This design comes from an exercise in tuning for small area, a short achievable clock period and few clock cycles per item on the open sky130 flow, not from production work.
In this exercise RTL edits were held to simulation tests only and were not proved equivalent to the original.
Power and IR drop assume default switching activity.

## zinc
==> flow/design.v <==
module amd_ram #(
  parameter int Width = 16,
  parameter int Depth = 16
) (
  input  logic                     clk,
  input  logic                     we,
  input  logic [$clog2(Depth)-1:0] addr,
  input  logic [Width-1:0]         wdata,
  output logic [Width-1:0]         rdata
);
  logic [Width-1:0] mem [Depth];
  always_ff @(posedge clk) begin
    if (we) begin
      mem[addr] <= wdata;
    end
    rdata <= mem[addr];
  end
endmodule
module adjacency_matrix_dfs (
  input  logic        clk,
  input  logic        rst_n,
  input  logic        start,
  output logic        busy,
  input  logic [49:0] in_word,
  output logic        out_valid,
  output logic [18:0] out_word
);
  localparam int N = 16;
  localparam logic [1:0] REQ_ADD_VERTEX = 2'd0;
  localparam logic [1:0] REQ_ADD_EDGE = 2'd1;
  localparam logic [1:0] REQ_WALK = 2'd2;
  localparam logic [1:0] ST_OK = 2'd0;
  localparam logic [1:0] ST_FULL = 2'd1;
  localparam logic [1:0] ST_EXISTS = 2'd2;
  localparam logic [1:0] ST_NOT_FOUND = 2'd3;
  logic [15:0] labels_r [N];
  logic [N-1:0] used_r;           
  logic [N-1:0] dup_r;            
  logic [N-1:0] adj_r [N];        
  logic [1:0] r_type;
  logic [15:0] r_a, r_b;
  logic r_wnz;
  logic r_v;
  logic s_v;
  logic [1:0] s_type;
  logic s_full;                   
  logic s_wnz;
  logic [N-1:0] s_sa, s_sb;
  logic walk_r;                   
  logic [N-1:0] vis_r;            
  logic [N-1:0] front_r;          
  logic [N-1:0] pri_r [N];        
  logic s_adv, r_adv, x_go;
  assign s_adv = !s_v || !walk_r;
  assign r_adv = !r_v || s_adv;
  assign x_go = s_v && !walk_r;
  logic [N-1:0] la, lb;
  always_comb begin
    for (int i = 0; i < N; i++) begin
      la[i] = used_r[i] && !dup_r[i] && labels_r[i] == r_a;
      lb[i] = used_r[i] && !dup_r[i] && labels_r[i] == r_b;
    end
  end
  logic full, add_now;
  logic [N-1:0] wslot;
  assign full = used_r[N-1];
  always_comb begin
    for (int i = 0; i < N; i++) begin
      wslot[i] = !used_r[i] && (i == 0 || used_r[(i == 0) ? 0 : i - 1]);
    end
  end
  assign add_now = r_v && s_adv && r_type == REQ_ADD_VERTEX && !full;
  logic fa, fb;
  assign fa = |s_sa;
  assign fb = |s_sb;
  logic [N-1:0] inj, vis, q, newf, avail, open_v [N], diag;
  logic front_ge2, last, keep;
  assign inj = s_sa & {N{!walk_r}};
  assign vis = vis_r & {N{walk_r}};
  assign keep = walk_r || (s_v && s_type == REQ_WALK);
  always_comb begin
    for (int w = 0; w < N; w++) begin
      logic ok;
      ok = front_r[w] || inj[w];
      for (int x = 0; x < N; x++) begin
        if (x > w) ok = ok && (!front_r[x] || pri_r[w][x]);
        if (x < w) ok = ok && (!front_r[x] || !pri_r[x][w]);
      end
      q[w] = ok;
    end
    newf = '0;
    for (int w = 0; w < N; w++) begin
      open_v[w] = adj_r[w] & ~vis;
      open_v[w][w] = 1'b0;
      diag[w] = adj_r[w][w];
      avail[w] = |open_v[w];
      newf = newf | (open_v[w] & {N{q[w]}});
    end
    front_ge2 = 1'b0;
    for (int w = 0; w < N; w++) begin
      for (int x = w + 1; x < N; x++) begin
        front_ge2 = front_ge2 | (front_r[w] & front_r[x]);
      end
    end
    last = !(front_ge2 || |(q & avail));
  end
  logic exists;
  assign exists = |(newf & s_sb) || |(s_sa & s_sb & diag);
  logic [15:0] q_label;
  always_comb begin
    q_label = '0;
    for (int v = 0; v < N; v++) begin
      q_label = q_label | (labels_r[v] & {16{q[v]}});
    end
  end
  logic [18:0] out_nxt;
  logic walk_nxt;
  logic set_edge;
  always_comb begin
    out_nxt = {16'd0, 1'b1, ST_OK};
    walk_nxt = 1'b0;
    set_edge = 1'b0;
    if (walk_r) begin
      out_nxt = {q_label, last, ST_OK};
      walk_nxt = !last;
    end else begin
      case (s_type)
        REQ_ADD_VERTEX: begin
          if (s_full) out_nxt[1:0] = ST_FULL;
        end
        REQ_ADD_EDGE: begin
          if (!fa || !fb) out_nxt[1:0] = ST_NOT_FOUND;
          else if (exists) out_nxt[1:0] = ST_EXISTS;
          set_edge = x_go && s_wnz;
        end
        REQ_WALK: begin
          if (!fa) out_nxt[1:0] = ST_NOT_FOUND;
          else begin
            out_nxt = {q_label, last, ST_OK};
            walk_nxt = !last && s_v;
          end
        end
        default: ;
      endcase
    end
  end
  logic r_v_nxt, s_v_nxt;
  logic [N-1:0] s_sa_nxt;
  assign r_v_nxt = r_adv ? (start && !busy) : r_v;
  assign s_v_nxt = s_adv ? r_v : s_v;
  assign s_sa_nxt = s_adv ? la : s_sa;
  always_ff @(posedge clk) begin
    if (!rst_n) begin
      r_v <= 1'b0;
      s_v <= 1'b0;
      walk_r <= 1'b0;
      busy <= 1'b0;
      used_r <= '0;
      front_r <= '0;
      out_valid <= 1'b0;
    end else begin
      r_v <= r_v_nxt;
      s_v <= s_v_nxt;
      walk_r <= walk_nxt;
      busy <= walk_nxt && s_v_nxt && r_v_nxt;
      if (add_now) used_r <= used_r | wslot;
      front_r <= ((front_r & ~q) | newf) & {N{keep}};
      out_valid <= walk_r || s_v;
    end
    if (r_adv) begin
      r_type <= in_word[49:48];
      r_a <= in_word[47:32];
      r_b <= in_word[31:16];
      r_wnz <= in_word[15:0] != 16'd0;
    end
    if (s_adv) begin
      s_type <= r_type;
      s_full <= full;
      s_wnz <= r_wnz;
      s_sb <= lb;
    end
    s_sa <= s_sa_nxt;
    out_word <= out_nxt;
    vis_r <= vis | q;
    for (int i = 0; i < N; i++) begin
      if (add_now && wslot[i]) begin
        labels_r[i] <= r_a;
        dup_r[i] <= |la;
      end
      for (int j = 0; j < N; j++) begin
        if (add_now && wslot[i]) adj_r[i][j] <= 1'b0;
        else if (set_edge && s_sa[i] && s_sb[j]) adj_r[i][j] <= 1'b1;
      end
      for (int j = i + 1; j < N; j++) begin
        if (newf[i]) pri_r[i][j] <= 1'b1;
        else if (newf[j]) pri_r[i][j] <= 1'b0;
      end
    end
  end
endmodule
Settings: LEC_CHECK=0, CAP_MARGIN=20, CORE_MARGIN=2, CORE_UTILIZATION=55, CTS_BUF_LIST=sky130_fd_sc_hd__clkbuf_16, CTS_CLUSTER_DIAMETER=60, CTS_CLUSTER_SIZE=24, SLEW_MARGIN=20; clock period 10.0 ns.
standard.sh (not shown) runs the stock make flow with config.mk's settings and CLKGATE_MAP_FILE= SYNTH_SCRIPT=/design/flow/synth_recipe.tcl, a recipe that flattens the netlist after the stock synthesis.
==> flow/flow/run.sh <==
#!/bin/bash
set -euo pipefail
bash standard.sh SETUP_SLACK_MARGIN=6.8 "BUFFER_PORTS_ARGS=-buffer_cell sky130_fd_sc_hd__buf_4" finish > make.log 2>&1
Testbench counts of zinc, summed over its fixed seeds: cycles 6,316, items 1,600.
What indigo does differently from zinc at the input level:
==> flow/flow/run.sh <==
#!/bin/bash
set -euo pipefail
bash standard.sh SETUP_SLACK_MARGIN=6.5 "BUFFER_PORTS_ARGS=-buffer_cell sky130_fd_sc_hd__buf_4" finish > make.log 2>&1
### Flow results
indigo and zinc ended up with nearly the same net switching power.
In terms of worst-case clock skew, zinc and indigo differ only marginally.
In indigo, the post-layout minimum cycle time came out 66 ps above the value in zinc.
Against zinc, indigo reports a total of fill cells in the finished design that is higher.
As of indigo, final wirelength had fallen slightly compared to zinc.
--- input diff indigo..cedar ---
==> flow/flow/run.sh <==
#!/bin/bash
set -euo pipefail
bash standard.sh SETUP_SLACK_MARGIN=6.5 \
  "BUFFER_PORTS_ARGS=-buffer_cell sky130_fd_sc_hd__buf_2" \
  "CTS_ARGS=-sink_clustering_enable -repair_clock_nets -sink_clustering_size 24 -sink_clustering_max_diameter 60 -buf_list sky130_fd_sc_hd__clkbuf_16 -dont_use_dummy_load" \
  finish > make.log 2>&1
Results
Per the comparison of cedar with indigo, count of boundary I/O pins flat; total power of the final layout shows a reduction of about 8%; maximum VDD drop now larger; met1 track demand over resource has increased; count of inserted antenna diode cells down 2. More vias were needed by cedar than by indigo. Post-route minimum period (lower): indigo. Looking at global-route usage, cedar sits 0.23 points higher than indigo does. In cedar, the final cycle utilization of the critical path came out 1.1 points above the value in indigo. Reported for cedar and indigo, hold violation count in the final report turned out identical to the last digit.
--- input diff cedar..tundra ---
Settings: swapping 55 for 40 in CORE_UTILIZATION.
==> flow/flow/run.sh <==
#!/bin/bash
set -euo pipefail
bash standard.sh SETUP_SLACK_MARGIN=6.5 finish > make.log 2>&1
--- outcome ---
Looking at the reports, tundra completed the entire flow and the layout it produced met the timing, DRC and antenna checks.
tundra vs cedar, pin slew with the least headroom to its limit went down by 100 ps.
Diff cedar -> tundra: via count decreased 2.0%; core utilization decreased 15 points.
Relative to tundra, the following input files were edited for lagoon:
Settings: changing CORE_UTILIZATION from 40 to 55.
==> flow/flow/run.sh <==
#!/bin/bash
set -euo pipefail
bash standard.sh SETUP_SLACK_MARGIN=6.8 \
  "BUFFER_PORTS_ARGS=-buffer_cell sky130_fd_sc_hd__buf_4" \
  "CTS_ARGS=-sink_clustering_enable -repair_clock_nets -sink_clustering_size 24 -sink_clustering_max_diameter 60 -buf_list sky130_fd_sc_hd__clkbuf_16 -dont_use_dummy_load" \
  finish > make.log 2>&1
### Flow results
lagoon did not stop at any stage, and its layout met the timing, DRC and antenna checks.
Delta (lagoon minus tundra): power drawn by the combinational cells saw a decrease; setup slack after layout saw an increase; final cell count without fillers saw a decrease; hold slack saw little to no change.
Looking only at routed length on met1, and setting everything else aside, the lower value of tundra and lagoon goes to lagoon.
Flip-flop and latch count of lagoon is on par with tundra.
Side by side, average detailed-routed wire length per instance turned out higher in lagoon than in tundra.
In the reports for tundra and lagoon, the larger tap cell count belongs to tundra.

==> port drivers added, routing unchanged <==
The flow's constraints put no driver on any port. The routed layouts listed below were extracted and timed again, unchanged, in two steps. Step 1 assumes that a clkbuf_16 drives the clock port and a buf_2 every other input. Step 2 times the ports against the registers' clock, not the clock port: input delays grow and output delays shrink by t, the midpoint of the rising clock arrivals with the driver on. a / b / c = no drivers / after step 1 / after step 2; a / b = the first two.
run	t (ns)	setup WS [ns]	latest minus earliest clock arrival (ns)	worst data-port slew with drivers (ns)
zinc	0.756	6.520 / 6.520 / 6.520	0.063 / 0.062	0.05
indigo	0.758	6.454 / 6.454 / 6.454	0.059 / 0.059	0.04
cedar	0.719	6.347 / 6.347 / 6.347	0.077 / 0.077	0.04
tundra	0.745	6.410 / 6.410 / 6.105	0.036 / 0.036	0.09
lagoon	0.713	6.570 / 6.570 / 6.570	0.128 / 0.128	0.05
After both steps every run listed still meets setup and hold. The setup slack of tundra, which loses most, moves by 0.000 ns with the drivers and by -0.305 ns with both steps.
